Background: an optimization exercise with open tools, aiming at small area. Do not read the settings as production practice.
Function was checked by simulation only, so behaviour that the tests miss may differ from the original.

==> flow/design.v, too long to show whole: its modules and the start of the top module <==
// module tnr_front: 582 lines
// module tnr_step: 99 lines
// module tnr_mix: 225 lines
// module tnr_blend_top: 106 lines
module tnr_blend_top (
    input  logic        clk,
    input  logic        reset,
    input  logic        in_valid,
    input  logic [11:0] cur,
    input  logic [11:0] prev,
    input  logic [8:0]  blend_th0,
    input  logic [8:0]  blend_th1,
    output logic        out_valid,
    output logic [11:0] out_pixel
);
  // ...
==> flow/run.sh <==
#!/bin/bash
# synth_recipe.tcl (not shown) runs the flow's synth.tcl, then flattens the netlist and writes it again
# the make line also repeats each setting of config.mk as NAME=value (left out here)
make -C /OpenROAD-flow-scripts/flow DESIGN_CONFIG=/design/flow/config.mk WORK_HOME=/design/flow/orfs CLKGATE_MAP_FILE= SYNTH_SCRIPT=/design/flow/synth_recipe.tcl finish
==> flow/config.mk <==
export PLATFORM = sky130hd
export DESIGN_NAME = tnr_blend_top
export DESIGN_NICKNAME = tnr_blend_top
export VERILOG_FILES = /design/flow/design.v
export SDC_FILE = /design/flow/constraint.sdc
export NUM_CORES = 4
export LEC_CHECK = 0
export CAP_MARGIN = 20
export CORE_MARGIN = 2
export CORE_UTILIZATION = 60
export CTS_BUF_LIST = sky130_fd_sc_hd__clkbuf_4 sky130_fd_sc_hd__clkbuf_8
export GPL_TIMING_DRIVEN = 0
export SLEW_MARGIN = 20
export SYNTH_HIERARCHICAL = 1
==> flow/constraint.sdc <==
create_clock -name core_clock -period 5.0 [get_ports {clk}]
set_input_delay 1.0000 -clock core_clock [delete_from_list [all_inputs] [get_ports {clk}]]
set_output_delay 1.0000 -clock core_clock [all_outputs]
set_load 0.01 [all_outputs]
==> results.txt, run 1 <==
* Outcome: finished clean
* Hold Slack at 318.3 ps
* Worst Setup SP: prev[2]
* Clock Latency Late Sink at 430 ps
* Initial DRC count at 327
* Inverters at 162
* Buffer share of cell area at 6.211%
* Max stage delay on crit path at 640 ps
* HPWL after DPL at 18,200 um
* Met1 wire length at 10,630 um
* Clock buffer count at 19
* Seq. cell area at 0.002641 mm2
* CP top delay family: compound AO/OA/AOI/OAI gates
* Row count at 50
* Max-Cap Viols at 0
* Most frequent cells in the layout: inv_1, dfxtp_1, nor2_1, fa_1, nand2_1
* Stages on the worst setup path at 16
* Root Driver: clkbuf_8
* Clk buf depth at 2
* First-pass GRT wire length at 38,070 um
* Die height at 142.9 um
* Critical Path Source Type: input pin
* IO buf count at 57
* Commonest non-fill, non-tap cell in the layout: inv_1
* Worst Setup Path Type: in2reg
* Highest routed layer: met4
* Share of cells above drive strength 1 at 14.15%
* # setup viols final at 0
* WL/cell at 13.75 um
* Multi-input gate share of total cell area at 63.64%
* GRT Resource Usage Total at 22.90%
* Fin Clk Skew at 14.51 ps
* Core footprint at 0.01883 mm2
* RR Endpoint: c8_q[0]$_DFF_P_
* CTS tree: yes
==> inputs of run 2 (changes only) <==
--- a/flow/config.mk
+++ b/flow/config.mk
@@ -10,3 +10,2 @@
 export CORE_UTILIZATION = 60
-export CTS_BUF_LIST = sky130_fd_sc_hd__clkbuf_4 sky130_fd_sc_hd__clkbuf_8
 export GPL_TIMING_DRIVEN = 0
==> results.txt, run 2 <==
* Critical Path Source Type: input pin
* Most frequent cells in the layout: inv_1, dfxtp_1, nor2_1, fa_1, nand2_1
* Synth-to-Final Area Change at 16.20%
* Htree depth at 4
* Final Max Tran Viols at 0
* Vias per std cell at 5.349
* Max stage delay on crit path at 580 ps (-60 ps)
* Initial antenna violation count at 0
* Die area at 0.02042 mm2
* Commonest non-fill, non-tap cell in the layout: inv_1
* Post-DP Area at 0.01247 mm2
* Period utilization at 97.21%
* Placed cell count at 1,588
* Clock Latency Late Sink at 400 ps (-30 ps)
* Clk buf depth at 2 (unchanged)
* CTS Buf Count at 17
* Remaining global-route overflow at 0
* Hold_sp: c4_base[5]$_DFF_P_
* Die height at 142.9 um (unchanged)
* Routed Antenna Nets at 0
* IO buf count at 57 (unchanged)
* Worst Max-Slew Pin Slew at 793.8 ps
* Row count at 50 (unchanged)
* # DRC at 0
* HPWL after DPL at 18,200 um (unchanged)
* Required @ worst endpoint at 5290 ps
* Placer Congestion at 0.8433
* Reg2reg start: c4_dv[0]$_DFF_P_
* Final nets at 1,580
* Syn nets at 1,488
* FMAX at 0.2057 GHz
* Pre-antenna DRT Iters at 5
* Setup TNS Final at 0 ps
* Worst Path Max Fanout at 5
* DR vias at 8,741
* Outcome: finished clean
* Met2 GRT Util at 37.98%
* Share of cells above drive strength 1 at 14.63% (+0.48 points)
* GRT Resource Usage Total at 23.04% (+0.14 points)
* Crit end category: register
* Max-Cap Viols at 0 (unchanged)
* WL/cell at 13.77 um (+0.14%)
* Mean Syn Cell Area at 9.109 um2
* Largest net degree at the start of global routing at 24
* Post-Route WL at 22,500 um
* Worst Setup SP: cur[3]
* Fin. Hold Viols at 0
* Slowest CP cell: clkdlybuf4s50_1
* Data arrival, critical path at 5150 ps
* RSZ-0062 raised after global routing: yes
* Tmin final at 4861 ps
* Fin Clk Skew at 8.607 ps (-5.906 ps)
* # setup viols final at 0 (unchanged)
* Final cell count without fillers at 1,634
* Slew headroom at 46.70%
* Hold Slack at 319.1 ps (+0.7340 ps)
* Io pins at 58
* Initial Util at 61.48%
* CP Cell Sequence: clkdlybuf4s50_1, inv_2, ha_1, o21a_1, o31a_1, a21o_1, or2_2, a21oi_1, fa_1, nor2_1, nand4_1, o41a_1, a31oi_2, a211oi_2, buf_4, buf_6, mux2_4
* Clock sinks at 131
* Hold WC Path Type: reg2reg
* Root Driver: clkbuf_16
* Post-Syn Area at 0.01158 mm2
* Ant diodes at 0
* Worst path bufs/invs at 4
* Post-synthesis cell count at 1,271
* Initial DRC count at 330 (+0.92%)
* Clk slew on worst S/H paths at 60 ps
* Grt met1 use at 31.13%
* First-pass GRT wire length at 38,120 um (+0.13%)
* Die width at 142.9 um
* Vias in the first global route at 8,318
* Grt peak-use layer: met2
* Grt met3 use at 3.353%
* CP top delay family: compound AO/OA/AOI/OAI gates
* Core footprint at 0.01883 mm2 (unchanged)
* Non-Filler Cell Area, Final at 0.01345 mm2
* CTS tree: yes
* Syn. warnings at 7
* Worst Setup Path Type: in2reg
-- run 2: area by class of cell --
| type | count | area (um2) |
|---|---|---|
| plain buffers | 14 | 138.9 |
| clock buffers | 19 | 442.9 |
| clock inverters | 11 | 153.9 |
| fillers | 1478 | 5378 |
| inverters | 162 | 608.1 |
| multi-input cells | 964 | 8444 |
| flip-flops and latches | 131 | 2639 |
| well taps | 260 | 325.3 |
| repair buffers | 73 | 700.7 |
-- run 2: through the flow --
step	setup slack, ps	utilization [%]
floorplan	314.8	-
global placement	-635.1	66.24
detailed placement	-679.2	66.24
CTS	4.386	69.92
global route	-65.51	71.44
finish	139.3	71.44
-- run 2: what timing repair did --
item / 4_1_cts / 5_1_grt
setup endpoints to repair: 23 / 36
gates resized for setup: 18 / 55
cloned: 0 / 1
pin swaps: 2 / 21
buffers inserted: 4 / 11
hold buffers: 0 / 0
-- run 2: metal layers --
| metal | vias to the layer above | routed length [um] |
|---|---|---|
| met2 | 166 | 10740 |
| met3 | 31 | 636 |
| li1 | 4405 | - |
| met5 | - | 0 |
| met1 | 4139 | 10570 |
| met4 | 0 | 552 |
-- run 2: worst reg2reg max path: stages (launching register included) --
cell	delay (ps)
dfxtp_4	380
maj3_2	360
o211ai_2	230
a211oi_2	110
o21a_4	280
nor2_4	140
xor2_4	210
o22a_1	200
o211ai_2	110
a211oi_2	270
o21a_4	230
nor2_1	90
xor2_2	200
a31o_2	230
a21oi_1	250
a211oi_2	110
o21a_4	250
nor2_2	170
xor2_2	200
o22a_1	180
o211ai_2	90
a211oi_2	250
o21a_4	140
inv_1	30
-- run 2: path summary, 6_finish.rpt --
| kind | to | slack [ps] | cells after the start |
|---|---|---|---|
| max reg2reg | c8_q[0]$_DFF_P_ | 200 | 23 |
| max | c1_base[10]$_DFF_P_ | 140 | 17 |
| min | c8_base[5]$_DFF_P_ | 320 | 0 |
| min reg2reg | c8_base[5]$_DFF_P_ | 320 | 0 |
==> inputs of run 3 (changes only) <==
--- a/flow/config.mk
+++ b/flow/config.mk
@@ -10,2 +10,5 @@
 export CORE_UTILIZATION = 60
+export CTS_BUF_LIST = sky130_fd_sc_hd__clkbuf_8
+export CTS_CLUSTER_DIAMETER = 100
+export CTS_CLUSTER_SIZE = 40
 export GPL_TIMING_DRIVEN = 0
==> results.txt, run 3 <==
* Outcome: finished clean
* Required @ worst endpoint at 5310 ps (+20 ps)
* Post-DP Area at 0.01247 mm2 (unchanged)
* Hold Slack at 318.3 ps (-0.7340 ps)
* Slowest CP cell: clkdlybuf4s50_1
* Max-Cap Viols at 0 (unchanged)
* Vias in the first global route at 8,290 (-0.34%)
* Root Driver: clkbuf_8
* Clock sinks at 131 (unchanged)
* Worst Path Max Fanout at 10 (+5)
* Post-Syn Area at 0.01158 mm2 (unchanged)
* CP Cell Sequence: clkdlybuf4s50_1, ha_1, nor2b_1, o31a_1, a21o_1, or2_2, a21oi_1, fa_1, nor2_1, nand4_1, o41a_1, a31oi_2, a211oi_2, buf_4, buf_6, mux2_4
* Hold WC Path Type: reg2reg
* Final Max Tran Viols at 0 (unchanged)
* Die area at 0.02042 mm2 (unchanged)
* Placer Congestion at 0.8433 (unchanged)
* RSZ-0062 raised after global routing: yes
* Pre-antenna DRT Iters at 4 (-1)
* HPWL after DPL at 18,200 um (unchanged)
* Htree depth at 4 (unchanged)
* Remaining global-route overflow at 0 (unchanged)
* Post-Route WL at 22,410 um (-0.40%)
* Post-synthesis cell count at 1,271 (unchanged)
* Clk buf depth at 2 (unchanged)
* Tmin final at 4848 ps (-12.48 ps)
* Critical Path Source Type: input pin
* Non-Filler Cell Area, Final at 0.01321 mm2 (-1.8%)
* Fin. Hold Viols at 0 (unchanged)
* CTS Buf Count at 17 (unchanged)
* Fin Clk Skew at 14.52 ps (+5.918 ps)
* Syn nets at 1,488 (unchanged)
* Worst Setup Slack post-DPL at -679.2 ps (unchanged)
* Worst Setup Path Type: in2reg
* PnR worst setup slack at 151.8 ps (+12.48 ps)
* Area occupied by multi-input gates at 0.008411 mm2 (-0.40%)
* FMAX at 0.2063 GHz (+0.26%)
* # setup viols final at 0 (unchanged)
* Initial DRC count at 340 (+3.0%)
* Routed Antenna Nets at 0 (unchanged)
* Vias per std cell at 5.297 (-0.97%)
* IO buf count at 57 (unchanged)
* Largest net degree at the start of global routing at 24 (unchanged)
* Clock Latency Late Sink at 430 ps (+30 ps)
* Syn. warnings at 7 (unchanged)
* CTS tree: yes
* Commonest non-fill, non-tap cell in the layout: inv_1
* Core footprint at 0.01883 mm2 (unchanged)
* Crit end category: register
* First-pass GRT wire length at 38,070 um (-0.13%)
* Die width at 142.9 um (unchanged)
* Worst Max-Slew Pin Slew at 854.2 ps (+60.35 ps)
* Seq. cell area at 0.002641 mm2 (about the same)
* Row count at 50 (unchanged)
* Period utilization at 96.96% (-0.25 points)
* Clk slew on worst S/H paths at 70 ps (about the same)
* Share of cells above drive strength 1 at 14.08% (-0.55 points)
* Synth-to-Final Area Change at 14.11%
* Die height at 142.9 um (unchanged)
* Initial antenna violation count at 0 (unchanged)
* # DRC at 0 (unchanged)
* Initial Util at 61.48% (unchanged)
* Final nets at 1,577 (-0.19%)
* Data arrival, critical path at 5160 ps (about the same)
* WL/cell at 13.74 um (-0.21%)
* Max stage delay on crit path at 640 ps (+60 ps)
* # fillers at 1,515 (+2.5%)
* Mean Syn Cell Area at 9.109 um2 (unchanged)
* GRT Resource Usage Total at 22.90% (-0.14 points)
* Slew headroom at 42.64% (-4.1 points)
* Io pins at 58 (unchanged)
* Most frequent cells in the layout: inv_1, dfxtp_1, nor2_1, fa_1, nand2_1
* Ant diodes at 0 (unchanged)
* DR vias at 8,640 (-1.2%)
==> run 3: cell count changes in the layout (fill, tap and decap cells not counted), moves of 2 or more <==
| cell | delta |
|---|---|
| clkbuf_8 | +17 |
| buf_4 | -2 |
| clkdlybuf4s50_1 | -2 |
| clkbuf_16 | -17 |
==> run 3: critical path, delay by kind of cell <==
kind | cells | cell delay [ps]
AO/OA/AOI/OAI | 6 | 1450
buffers and inverters | 3 | 940
adder cells (fa/ha/maj) | 2 | 770
AND/OR/NAND/NOR | 4 | 670
multiplexers | 1 | 290
==> run 3: path summary, 6_finish.rpt <==
path | from | endpoint | slack (ps) | cells past startpoint
max | prev[2] | c1_base[10]$_DFF_P_ | 150 | 16
min | c4_q[3]$_DFF_P_ | c8_q[7]$_DFF_P_ | 320 | 0
max reg2reg | c4_dv[1]$_DFF_P_ | c8_q[0]$_DFF_P_ | 200 | 24
min reg2reg | c4_q[3]$_DFF_P_ | c8_q[7]$_DFF_P_ | 320 | 0
==> run 3: final cells by class <==
type | count | share of cell area, %
Clock buffer | 18 | 1.875
Tap cell | 260 | 2.462
Clock inverter | 12 | 1.193
Timing Repair Buffer | 70 | 5.161
Inverter | 162 | 4.603
Sequential cell | 131 | 19.99
Buffer | 14 | 1.051
Multi-Input combinational cell | 964 | 63.66
==> run 3: per-stage QoR <==
| stage | TNS, ps | std cells | utilization (%) |
|---|---|---|---|
| detailed placement | -14890 | 1588 | 66.24 |
| floorplan | 0 | 1271 | - |
| CTS | -34.31 | 1620 | 68.75 |
| finish | 0 | 1631 | 70.16 |
| global placement | -13240 | 1588 | 66.24 |
| global route | -86.98 | 1631 | 70.16 |
==> run 3: routing by layer <==
| layer | vias to the layer above | GRT usage [%] | part of all wire (%) |
|---|---|---|---|
| li1 | 4394 | - | - |
| met1 | 4090 | 31.13 | 47 |
| met2 | 129 | 38.45 | 48 |
| met3 | 27 | 3.119 | 2.6 |
| met4 | 0 | 6.357 | 1.8 |
| met5 | - | 0 | 0 |
==> run 3: what timing repair did <==
| item | 4_1_cts | 5_1_grt |
|---|---|---|
| buffers inserted | 2 | 11 |
| gates resized for setup | 16 | 53 |
| pin swaps | 1 | 20 |
| hold buffers | 0 | 0 |
| setup endpoints to repair | 23 | 37 |

-- what the ideal ports hide --
How much do the figures lean on ideal ports? The routed layouts below were timed once more, with nothing changed but the port constraints.
Step 1, drivers: a clkbuf_16 drives clk and a buf_2 each remaining input, both assumed.
Step 2 adds t to the input delays and takes it off the output delays; t is the mean of the earliest and latest rising clock arrival at the registers after step 1. Input paths then give back, and output paths get back, about the clock's delay inside the block.
Three values: ideal ports, drivers, drivers and shift; two values: the first two.
run	shift t [ns]	setup WS [ns]	hold WS [ns]	worst setup path at the end	latest minus earliest clock arrival (ns)
run 1	0.460	0.149 / 0.165 / -0.295	0.318 / 0.318 / 0.318	input to register	0.019 / 0.018
run 2	0.444	0.139 / 0.156 / -0.288	0.319 / 0.319 / 0.319	input to register	0.012 / 0.012
run 3	0.461	0.152 / 0.168 / -0.293	0.318 / 0.318 / 0.318	input to register	0.019 / 0.019
With both steps, setup timing fails in every run listed, where it was met with ideal ports. The setup slack of run 3, which loses most, moves by +0.016 ns with the drivers and by -0.445 ns with both steps.
